What follows belongs to an exercise in optimizing a design on an open flow for small area, a short achievable clock period and few clock cycles per item; a production flow would make more cautious choices.
At most, simulation tests tie the RTL to the original design; equivalence was not proved.

// queenSolver
module queenSolver (
	input  wire logic            clk,
	input  wire logic            rst_n,
	input  wire logic            inValid,
	input  wire queenPkg::coordT row,
	input  wire queenPkg::coordT col,
	output logic                 outValid,
	output queenPkg::coordT      out
);
==> module queenSolver, before the edit <==
module queenSolver (
	input  wire logic            clk,
	input  wire logic            rst_n,
	input  wire logic            inValid,
	input  wire queenPkg::coordT row,
	input  wire queenPkg::coordT col,
	output logic                 outValid,
	output queenPkg::coordT      out
);
	localparam int N = queenPkg::BoardSize;
	localparam bit Lookahead = 1'b0;
	queenPkg::solverStateT state;
	queenPkg::coordT q [N];
	queenPkg::maskT occ;
	queenPkg::maskT preset;
	queenPkg::maskT flag;
	queenPkg::coordT lb;
	queenPkg::coordT outCol;
	queenPkg::maskT qd [N];
	queenPkg::maskT rowAtk;
	queenPkg::diagT riseAtk;
	queenPkg::diagT fallAtk;
	always_comb begin
		for (int c = 0; c < N; c++) begin
			for (int r = 0; r < N; r++) begin
				qd[c][r] = occ[c] && (q[c] == queenPkg::coordT'(r));
			end
		end
		rowAtk = '0;
		riseAtk = '0;
		fallAtk = '0;
		for (int r = 0; r < N; r++) begin
			for (int c = 0; c < N; c++) begin
				rowAtk[r] = rowAtk[r] | qd[c][r];
				riseAtk[r + c] = riseAtk[r + c] | qd[c][r];
				fallAtk[r - c + N - 1] = fallAtk[r - c + N - 1] | qd[c][r];
			end
		end
	end
	queenPkg::maskT curOH;
	queenPkg::maskT nxtOH;
	logic fullOcc;
	logic lastCol;
	always_comb begin
		curOH = '0;
		nxtOH = '0;
		for (int c = N - 1; c >= 0; c--) begin
			if (!occ[c]) begin
				nxtOH = curOH;
				curOH = '0;
				curOH[c] = 1'b1;
			end
		end
	end
	assign fullOcc = &occ;
	assign lastCol = ~|nxtOH;
	function automatic queenPkg::maskT safeRows(input queenPkg::maskT sel,
		input queenPkg::maskT ra, input queenPkg::diagT rs, input queenPkg::diagT fa);
		queenPkg::maskT atk;
		atk = ra;
		for (int c = 0; c < N; c++) begin
			for (int r = 0; r < N; r++) begin
				atk[r] = atk[r] | (sel[c] & (rs[r + c] | fa[r - c + N - 1]));
			end
		end
		safeRows = ~atk;
	endfunction
	queenPkg::maskT freeCur;
	queenPkg::maskT freeNxt;
	queenPkg::maskT distOH;
	queenPkg::maskT laOk;
	queenPkg::maskT avail;
	queenPkg::maskT pick;
	queenPkg::coordT newRow;
	logic found;
	logic multi;
	assign freeCur = safeRows(curOH, rowAtk, riseAtk, fallAtk);
	assign freeNxt = safeRows(nxtOH, rowAtk, riseAtk, fallAtk);
	always_comb begin
		distOH = '0;
		for (int c = 0; c < N; c++) begin
			for (int d = 1; d < N - c; d++) begin
				distOH[d] = distOH[d] | (curOH[c] & nxtOH[c + d]);
			end
		end
	end
	always_comb begin
		for (int r = 0; r < N; r++) begin
			laOk[r] = lastCol | !Lookahead;
			for (int s = 0; s < N; s++) begin
				if (s != r) begin
					laOk[r] = laOk[r] | (freeNxt[s] & !distOH[(s > r) ? (s - r) : (r - s)]);
				end
			end
		end
	end
	always_comb begin
		for (int r = 0; r < N; r++) begin
			avail[r] = freeCur[r] & laOk[r] & (queenPkg::coordT'(r) >= lb);
		end
	end
	always_comb begin
		pick = '0;
		newRow = '0;
		for (int r = N - 1; r >= 0; r--) begin
			if (avail[r]) begin
				pick = '0;
				pick[r] = 1'b1;
				newRow = queenPkg::coordT'(r);
			end
		end
	end
	assign found = |avail;
	assign multi = |(avail & ~pick);
	queenPkg::maskT backOH;
	queenPkg::maskT belowBack;
	queenPkg::coordT backRow;
	always_comb begin
		backOH = '0;
		for (int c = 0; c < N; c++) begin
			if (flag[c]) begin
				backOH = '0;
				backOH[c] = 1'b1;
			end
		end
		belowBack = '0;
		for (int c = N - 2; c >= 0; c--) begin
			belowBack[c] = belowBack[c + 1] | backOH[c + 1];
		end
		backRow = '0;
		for (int c = 0; c < N; c++) begin
			backRow = backRow | (backOH[c] ? q[c] : '0);
		end
	end
	logic step;
	logic load;
	queenPkg::maskT colOH;
	assign load = inValid && (state == queenPkg::sIdle || state == queenPkg::sLoad);
	assign step = (state == queenPkg::sSearch) || (state == queenPkg::sLoad && !inValid);
	always_comb begin
		colOH = '0;
		for (int c = 0; c < N; c++) begin
			colOH[c] = (col == queenPkg::coordT'(c));
		end
	end
	always_ff @(posedge clk or negedge rst_n) begin
		if (!rst_n) begin
			state <= queenPkg::sIdle;
			outValid <= 1'b0;
			outCol <= '0;
		end else begin
			case (state)
				queenPkg::sIdle: begin
					if (inValid) state <= queenPkg::sLoad;
				end
				queenPkg::sLoad, queenPkg::sSearch: begin
					if (step) begin
						if (lastCol && (found || fullOcc)) begin
							state <= queenPkg::sOut;
							outValid <= 1'b1;
						end else begin
							state <= queenPkg::sSearch;
						end
					end
				end
				default: begin
					if (outCol == queenPkg::coordT'(N - 1)) begin
						state <= queenPkg::sIdle;
						outValid <= 1'b0;
						outCol <= '0;
					end else begin
						outCol <= outCol + queenPkg::coordT'(1);
					end
				end
			endcase
		end
	end
	always_ff @(posedge clk) begin
		if (state == queenPkg::sIdle) begin
			occ <= '0;
			preset <= '0;
			flag <= '0;
			lb <= '0;
		end
		if (load) begin
			occ <= ((state == queenPkg::sIdle) ? '0 : occ) | colOH;
			preset <= ((state == queenPkg::sIdle) ? '0 : preset) | colOH;
			for (int c = 0; c < N; c++) begin
				if (colOH[c]) q[c] <= row;
			end
		end
		if (step) begin
			if (found) begin
				occ <= occ | curOH;
				flag <= (flag & ~curOH) | (multi ? curOH : '0);
				lb <= '0;
				for (int c = 0; c < N; c++) begin
					if (curOH[c]) q[c] <= newRow;
				end
			end else begin
				occ <= occ & (preset | belowBack);
				flag <= flag & belowBack;
				lb <= backRow + queenPkg::coordT'(1);
			end
		end
	end
	always_comb begin
		out = '0;
		for (int c = 0; c < N; c++) begin
			if (outValid && outCol == queenPkg::coordT'(c)) out = q[c];
		end
	end
endmodule
clock: 9.0 ns
lec_check: 0
cap_margin: 20
core_margin: 2
core_utilization: 40
slew_margin: 20
run.sh (not shown) runs the stock make flow with config.mk's settings and CLKGATE_MAP_FILE= SYNTH_SCRIPT=/design/flow/synth_recipe.tcl, a recipe that flattens the netlist after the stock synthesis.
The first run produced a clean layout.
Then changed:
--- a/flow/design.v
+++ b/flow/design.v
@@ -23,7 +23,7 @@
 	output queenPkg::coordT      out
 );
 	localparam int N = queenPkg::BoardSize;
-	localparam bit Lookahead = 1'b0;
+	localparam bit Lookahead = 1'b1;
 	queenPkg::solverStateT state;
 	queenPkg::coordT q [N];
 	queenPkg::maskT occ;
Effect: The new run passed the timing, design-rule and antenna checks. Critical path depth rises by 4. Worst hold slack got worse by 0.0093 ns. Synthesized area rises by 27%. Non-clock buffer count rises by 25. Final area rises by 26%. Setup slack got worse by 1.9 ns. Via count rises by 43%. Flip-flop and latch count stays the same. Routed wire length rises by 39%. Cell count rises by 37%.
No functional check of the RTL was part of any run of this note.

---

The RTL this note starts from:
==> flow/design.v <==
`default_nettype none
package queenPkg;
	localparam int BoardSize = 12;
	typedef logic [3:0] coordT;
	typedef logic [BoardSize-1:0] maskT;
	typedef logic [2*BoardSize-2:0] diagT;
	typedef enum logic [1:0] {
		sIdle,
		sLoad,
		sSearch,
		sOut
	} solverStateT;
endpackage
`default_nettype wire
`default_nettype none
module queenSolver (
	input  wire logic            clk,
	input  wire logic            rst_n,
	input  wire logic            inValid,
	input  wire queenPkg::coordT row,
	input  wire queenPkg::coordT col,
	output logic                 outValid,
	output queenPkg::coordT      out
);
	localparam int N = queenPkg::BoardSize;
	localparam int Ahead = 3;
	queenPkg::solverStateT state;
	queenPkg::coordT q [N];
	queenPkg::maskT preset;
	queenPkg::maskT below;
	queenPkg::maskT flag;
	logic retry;
	queenPkg::maskT occ;
	queenPkg::maskT curOH;
	assign occ = preset | below;
	always_comb begin
		for (int c = 0; c < N; c++) begin
			curOH[c] = !below[c] && (c == 0 || below[c - 1]);
		end
	end
	queenPkg::maskT qd [N];
	queenPkg::maskT rowAtk;
	queenPkg::diagT riseAtk;
	queenPkg::diagT fallAtk;
	always_comb begin
		for (int c = 0; c < N; c++) begin
			for (int r = 0; r < N; r++) begin
				qd[c][r] = occ[c] && (q[c] == queenPkg::coordT'(r));
			end
		end
		rowAtk = '0;
		riseAtk = '0;
		fallAtk = '0;
		for (int r = 0; r < N; r++) begin
			for (int c = 0; c < N; c++) begin
				rowAtk[r] = rowAtk[r] | qd[c][r];
				riseAtk[r + c] = riseAtk[r + c] | qd[c][r];
				fallAtk[r - c + N - 1] = fallAtk[r - c + N - 1] | qd[c][r];
			end
		end
	end
	logic [N+Ahead-1:0] riseW;
	logic [N+Ahead-1:0] fallW;
	always_comb begin
		riseW = '0;
		fallW = '0;
		for (int c = 0; c < N; c++) begin
			for (int j = 0; j < N + Ahead; j++) begin
				if (j + c <= 2 * N - 2) begin
					riseW[j] = riseW[j] | (curOH[c] & riseAtk[j + c]);
				end
				if (j - Ahead - c + N - 1 >= 0) begin
					fallW[j] = fallW[j] | (curOH[c] & fallAtk[j - Ahead - c + N - 1]);
				end
			end
		end
	end
	queenPkg::coordT curRow;
	always_comb begin
		curRow = '0;
		for (int c = 0; c < N; c++) begin
			curRow = curRow | (curOH[c] ? q[c] : '0);
		end
	end
	queenPkg::maskT free [Ahead + 1];
	queenPkg::maskT laOk;
	queenPkg::maskT avail;
	queenPkg::maskT pick;
	queenPkg::coordT newRow;
	logic [Ahead:0] checkCol;
	logic curOcc;
	logic found;
	logic multi;
	always_comb begin
		for (int d = 0; d <= Ahead; d++) begin
			for (int r = 0; r < N; r++) begin
				free[d][r] = !(rowAtk[r] | riseW[r + d] | fallW[r - d + Ahead]);
			end
		end
	end
	always_comb begin
		checkCol = '0;
		for (int d = 1; d <= Ahead; d++) begin
			for (int c = 0; c + d < N; c++) begin
				checkCol[d] = checkCol[d] | (curOH[c] & !preset[c + d]);
			end
		end
	end
	always_comb begin
		laOk = '1;
		for (int d = 1; d <= Ahead; d++) begin
			for (int r = 0; r < N; r++) begin
				laOk[r] = laOk[r] & (!checkCol[d]
					| (|(free[d] & ~((queenPkg::maskT'(1) << r)
						| (queenPkg::maskT'(1) << (r + d))
						| ((r >= d) ? (queenPkg::maskT'(1) << (r - d)) : '0)))));
			end
		end
	end
	assign curOcc = |(preset & curOH);
	always_comb begin
		for (int r = 0; r < N; r++) begin
			avail[r] = free[0][r] & laOk[r] & !curOcc
				& (!retry || queenPkg::coordT'(r) > curRow);
		end
	end
	always_comb begin
		pick = '0;
		newRow = '0;
		for (int r = N - 1; r >= 0; r--) begin
			if (avail[r]) begin
				pick = '0;
				pick[r] = 1'b1;
				newRow = queenPkg::coordT'(r);
			end
		end
	end
	assign found = |avail;
	assign multi = |(avail & ~pick);
	queenPkg::maskT belowNxt;
	logic lastCol;
	always_comb begin
		belowNxt[0] = below[0] | curOH[0];
		for (int c = 1; c < N; c++) begin
			belowNxt[c] = below[c] | curOH[c] | (belowNxt[c - 1] & preset[c]);
		end
	end
	assign lastCol = &(occ | curOH);
	queenPkg::maskT belowBack;
	logic noFlag;
	always_comb begin
		belowBack = '0;
		for (int c = N - 2; c >= 0; c--) begin
			belowBack[c] = belowBack[c + 1] | flag[c + 1];
		end
	end
	assign noFlag = ~|flag;
	logic step;
	logic load;
	logic idle;
	logic done;
	queenPkg::maskT colOH;
	queenPkg::maskT wsel;
	queenPkg::coordT wdata;
	assign idle = (state == queenPkg::sIdle);
	assign load = inValid && (idle || state == queenPkg::sLoad);
	assign step = (state == queenPkg::sSearch) || (state == queenPkg::sLoad && !inValid);
	assign done = lastCol && (found || curOcc);
	always_comb begin
		colOH = '0;
		for (int c = 0; c < N; c++) begin
			colOH[c] = (col == queenPkg::coordT'(c));
		end
	end
	assign wsel = load ? colOH : ((step && !curOcc) ? curOH : '0);
	assign wdata = load ? row : newRow;
	always_ff @(posedge clk or negedge rst_n) begin
		if (!rst_n) begin
			state <= queenPkg::sIdle;
			outValid <= 1'b0;
		end else begin
			case (state)
				queenPkg::sIdle: begin
					if (inValid) state <= queenPkg::sLoad;
				end
				queenPkg::sLoad, queenPkg::sSearch: begin
					if (step) begin
						if (done) begin
							state <= queenPkg::sOut;
							outValid <= 1'b1;
						end else begin
							state <= queenPkg::sSearch;
						end
					end
				end
				default: begin
					if (curOH[N - 1]) begin
						state <= queenPkg::sIdle;
						outValid <= 1'b0;
					end
				end
			endcase
		end
	end
	always_ff @(posedge clk) begin
		for (int c = 0; c < N; c++) begin
			if (wsel[c]) q[c] <= wdata;
		end
		if (idle) begin
			flag <= '0;
			retry <= 1'b0;
			below <= '0;
			preset <= load ? colOH : '0;
		end else if (load) begin
			preset <= preset | colOH;
		end
		if (step) begin
			if (done) begin
				below <= '0;
			end else if (found || noFlag) begin
				below <= belowNxt;
			end else begin
				below <= belowBack;
			end
			if (found) begin
				flag <= flag | (multi ? curOH : '0);
				retry <= 1'b0;
			end else if (!noFlag) begin
				flag <= flag & belowBack;
				retry <= 1'b1;
			end
		end
		if (state == queenPkg::sOut) begin
			below <= {below[N-2:0], 1'b1};
		end
	end
	assign out = outValid ? curRow : '0;
endmodule
`default_nettype wire
clock: 9.0 ns
lec_check: 0
cap_margin: 20
core_margin: 2
core_utilization: 40
setup_slack_margin: 3.5
slew_margin: 20
Testbench counts at the start, summed over its fixed seeds: cycles 102,449, puzzles 1,280.
Edit:
--- a/flow/design.v
+++ b/flow/design.v
@@ -24,5 +24,5 @@
 );
 	localparam int N = queenPkg::BoardSize;
-	localparam int Ahead = 3;
+	localparam int Ahead = 5;
 	queenPkg::solverStateT state;
 	queenPkg::coordT q [N];
What happened:
- The changed run went through all stages and came out clean
- global-route usage rose by 3.3 points
- sequential share of layout area went down by 3.1 points
- wire length increases by roughly a tenth
- via count increases by about a fifth
- worst hold slack is better by 0.011 ns
Only the layout flow was run in the second run of this note; the RTL was not checked for function there.

---

## tundra
Another version of the RTL of queenSolver (not shown whole).
For scale: ~1500 cells after synthesis, ~88 flip-flops, ~16 I/O pins, ~11000 sq um of cells after synthesis.
==> module queenSolver, before the edit <==
module queenSolver (
	input  wire logic            clk,
	input  wire logic            rst_n,
	input  wire logic            inValid,
	input  wire queenPkg::coordT row,
	input  wire queenPkg::coordT col,
	output logic                 outValid,
	output queenPkg::coordT      out
);
	localparam int N = queenPkg::BoardSize;
	localparam int Ahead = 4;
	queenPkg::solverStateT state;
	queenPkg::coordT q [N];
	queenPkg::maskT preset;
	queenPkg::maskT below;
	queenPkg::maskT flag;
	logic retry;
	queenPkg::maskT occ;
	queenPkg::maskT curOH;
	assign occ = preset | below;
	always_comb begin
		for (int c = 0; c < N; c++) begin
			curOH[c] = !below[c] && (c == 0 || below[c - 1]);
		end
	end
	queenPkg::maskT qd [N];
	queenPkg::maskT rowAtk;
	queenPkg::diagT riseAtk;
	queenPkg::diagT fallAtk;
	always_comb begin
		for (int c = 0; c < N; c++) begin
			for (int r = 0; r < N; r++) begin
				qd[c][r] = occ[c] && (q[c] == queenPkg::coordT'(r));
			end
		end
		rowAtk = '0;
		riseAtk = '0;
		fallAtk = '0;
		for (int r = 0; r < N; r++) begin
			for (int c = 0; c < N; c++) begin
				rowAtk[r] = rowAtk[r] | qd[c][r];
				riseAtk[r + c] = riseAtk[r + c] | qd[c][r];
				fallAtk[r - c + N - 1] = fallAtk[r - c + N - 1] | qd[c][r];
			end
		end
	end
	logic [N+Ahead-1:0] riseW;
	logic [N+Ahead-1:0] fallW;
	always_comb begin
		riseW = '0;
		fallW = '0;
		for (int c = 0; c < N; c++) begin
			for (int j = 0; j < N + Ahead; j++) begin
				if (j + c <= 2 * N - 2) begin
					riseW[j] = riseW[j] | (curOH[c] & riseAtk[j + c]);
				end
				if (j - Ahead - c + N - 1 >= 0) begin
					fallW[j] = fallW[j] | (curOH[c] & fallAtk[j - Ahead - c + N - 1]);
				end
			end
		end
	end
	queenPkg::coordT curRow;
	always_comb begin
		curRow = '0;
		for (int c = 0; c < N; c++) begin
			curRow = curRow | (curOH[c] ? q[c] : '0);
		end
	end
	queenPkg::maskT free [Ahead + 1];
	queenPkg::maskT laOk;
	queenPkg::maskT avail;
	queenPkg::maskT pick;
	queenPkg::coordT newRow;
	logic [Ahead:0] checkCol;
	logic curOcc;
	logic found;
	logic multi;
	always_comb begin
		for (int d = 0; d <= Ahead; d++) begin
			for (int r = 0; r < N; r++) begin
				free[d][r] = !(rowAtk[r] | riseW[r + d] | fallW[r - d + Ahead]);
			end
		end
	end
	always_comb begin
		checkCol = '0;
		for (int d = 1; d <= Ahead; d++) begin
			for (int c = 0; c + d < N; c++) begin
				checkCol[d] = checkCol[d] | (curOH[c] & !preset[c + d]);
			end
		end
	end
	always_comb begin
		laOk = '1;
		for (int d = 1; d <= Ahead; d++) begin
			for (int r = 0; r < N; r++) begin
				laOk[r] = laOk[r] & (!checkCol[d]
					| (|(free[d] & ~((queenPkg::maskT'(1) << r)
						| (queenPkg::maskT'(1) << (r + d))
						| ((r >= d) ? (queenPkg::maskT'(1) << (r - d)) : '0)))));
			end
		end
	end
	assign curOcc = |(preset & curOH);
	always_comb begin
		for (int r = 0; r < N; r++) begin
			avail[r] = free[0][r] & laOk[r] & !curOcc
				& (!retry || queenPkg::coordT'(r) > curRow);
		end
	end
	always_comb begin
		pick = '0;
		newRow = '0;
		for (int r = N - 1; r >= 0; r--) begin
			if (avail[r]) begin
				pick = '0;
				pick[r] = 1'b1;
				newRow = queenPkg::coordT'(r);
			end
		end
	end
	assign found = |avail;
	assign multi = |(avail & ~pick);
	queenPkg::maskT belowNxt;
	logic lastCol;
	always_comb begin
		belowNxt[0] = below[0] | curOH[0];
		for (int c = 1; c < N; c++) begin
			belowNxt[c] = below[c] | curOH[c] | (belowNxt[c - 1] & preset[c]);
		end
	end
	assign lastCol = &(occ | curOH);
	queenPkg::maskT belowBack;
	logic noFlag;
	always_comb begin
		belowBack = '0;
		for (int c = N - 2; c >= 0; c--) begin
			belowBack[c] = belowBack[c + 1] | flag[c + 1];
		end
	end
	assign noFlag = ~|flag;
	logic step;
	logic load;
	logic idle;
	logic done;
	queenPkg::maskT colOH;
	queenPkg::maskT wsel;
	queenPkg::coordT wdata;
	assign idle = (state == queenPkg::sIdle);
	assign load = inValid && (idle || state == queenPkg::sLoad);
	assign step = (state == queenPkg::sSearch) || (state == queenPkg::sLoad && !inValid);
	assign done = lastCol && (found || curOcc);
	always_comb begin
		colOH = '0;
		for (int c = 0; c < N; c++) begin
			colOH[c] = (col == queenPkg::coordT'(c));
		end
	end
	assign wsel = load ? colOH : ((step && !curOcc) ? curOH : '0);
	assign wdata = load ? row : newRow;
	always_ff @(posedge clk or negedge rst_n) begin
		if (!rst_n) begin
			state <= queenPkg::sIdle;
			outValid <= 1'b0;
		end else begin
			case (state)
				queenPkg::sIdle: begin
					if (inValid) state <= queenPkg::sLoad;
				end
				queenPkg::sLoad, queenPkg::sSearch: begin
					if (step) begin
						if (done) begin
							state <= queenPkg::sOut;
							outValid <= 1'b1;
						end else begin
							state <= queenPkg::sSearch;
						end
					end
				end
				default: begin
					if (curOH[N - 1]) begin
						state <= queenPkg::sIdle;
						outValid <= 1'b0;
					end
				end
			endcase
		end
	end
	always_ff @(posedge clk) begin
		for (int c = 0; c < N; c++) begin
			if (wsel[c]) q[c] <= wdata;
		end
		if (idle) begin
			flag <= '0;
			retry <= 1'b0;
			below <= '0;
			preset <= load ? colOH : '0;
		end else if (load) begin
			preset <= preset | colOH;
		end
		if (step) begin
			if (done) begin
				below <= '0;
			end else if (found || noFlag) begin
				below <= belowNxt;
			end else begin
				below <= belowBack;
			end
			if (found) begin
				flag <= flag | (multi ? curOH : '0);
				retry <= 1'b0;
			end else if (!noFlag) begin
				flag <= flag & belowBack;
				retry <= 1'b1;
			end
		end
		if (state == queenPkg::sOut) begin
			below <= {below[N-2:0], 1'b1};
		end
	end
	assign out = outValid ? curRow : '0;
endmodule
export LEC_CHECK = 0
export CAP_MARGIN = 20
export CORE_MARGIN = 2
export CORE_UTILIZATION = 40
export SETUP_SLACK_MARGIN = 3.5
export SLEW_MARGIN = 20
create_clock -name core_clock -period 9.0 [get_ports {clk}]
What lagoon does differently from tundra at the input level:
--- a/flow/design.v
+++ b/flow/design.v
@@ -24,5 +24,5 @@
 );
 	localparam int N = queenPkg::BoardSize;
-	localparam int Ahead = 4;
+	localparam int Ahead = 3;
 	queenPkg::solverStateT state;
 	queenPkg::coordT q [N];
@@ -107,12 +107,28 @@
 		end
 	end
-	always_comb begin
+	queenPkg::maskT loAny [Ahead + 1];
+	queenPkg::maskT hiAny [Ahead + 1];
+	always_comb begin
+		for (int d = 1; d <= Ahead; d++) begin
+			loAny[d][0] = 1'b0;
+			for (int x = 1; x < N; x++) begin
+				loAny[d][x] = loAny[d][x - 1] | free[d][x - 1];
+			end
+			hiAny[d][N - 1] = 1'b0;
+			for (int x = N - 2; x >= 0; x--) begin
+				hiAny[d][x] = hiAny[d][x + 1] | free[d][x + 1];
+			end
+		end
 		laOk = '1;
 		for (int d = 1; d <= Ahead; d++) begin
 			for (int r = 0; r < N; r++) begin
-				laOk[r] = laOk[r] & (!checkCol[d]
-					| (|(free[d] & ~((queenPkg::maskT'(1) << r)
-						| (queenPkg::maskT'(1) << (r + d))
-						| ((r >= d) ? (queenPkg::maskT'(1) << (r - d)) : '0)))));
+				logic ok;
+				ok = !checkCol[d];
+				if (r - d > 0) ok = ok | loAny[d][r - d];
+				if (r + d < N - 1) ok = ok | hiAny[d][r + d];
+				for (int s = r - d + 1; s < r + d; s++) begin
+					if (s != r && s >= 0 && s < N) ok = ok | free[d][s];
+				end
+				laOk[r] = laOk[r] & ok;
 			end
 		end
Findings:
- Against tundra, die area in lagoon came out better.
- Delta (lagoon minus tundra): sequential share of layout area has decreased, area of all placed cells without fillers up 2.1%, total routing resource utilization after global routing went up by 0.51 points, final setup slack of the worst path higher.
- Multi-input combinational area share in lagoon vs tundra: down 2.9 points
No run of this note included a check of the RTL's function; only the layout flow was run.

[re-timing with driven ports]
The flow's constraints put no driver on any port. The routed layouts listed below were extracted and timed again, unchanged, in two steps. Step 1, drivers: a clkbuf_16 drives clk and a buf_2 each remaining input, both assumed. Step 2 times the ports against the registers' clock, not the clock port: input delays grow and output delays shrink by t, the midpoint of the rising clock arrivals with the driver on. Three values: no drivers, after step 1, after step 2; two values: the first two.
run | t (ns) | setup WS [ns] | worst setup path at the end | worst register clock-pin slew, ns | cell pins on the clock port's net
the first run of note 1 | 0.396 | 3.721 / 3.721 / 3.721 | register to register | 0.07 / 0.07 | 1
the second run of note 1 | 0.407 | 1.807 / 1.807 / 1.807 | register to register | 0.07 / 0.07 | 1
the first run of note 2 | 0.381 | 3.478 / 3.478 / 3.478 | register to register | 0.07 / 0.07 | 1
the second run of note 2 | 0.376 | 3.400 / 3.400 / 3.400 | register to register | 0.07 / 0.07 | 1
tundra | 0.388 | 3.407 / 3.407 / 3.407 | register to register | 0.07 / 0.07 | 1
lagoon | 0.376 | 3.474 / 3.474 / 3.474 | register to register | 0.07 / 0.07 | 1
After both steps setup and hold are still met in every run listed.
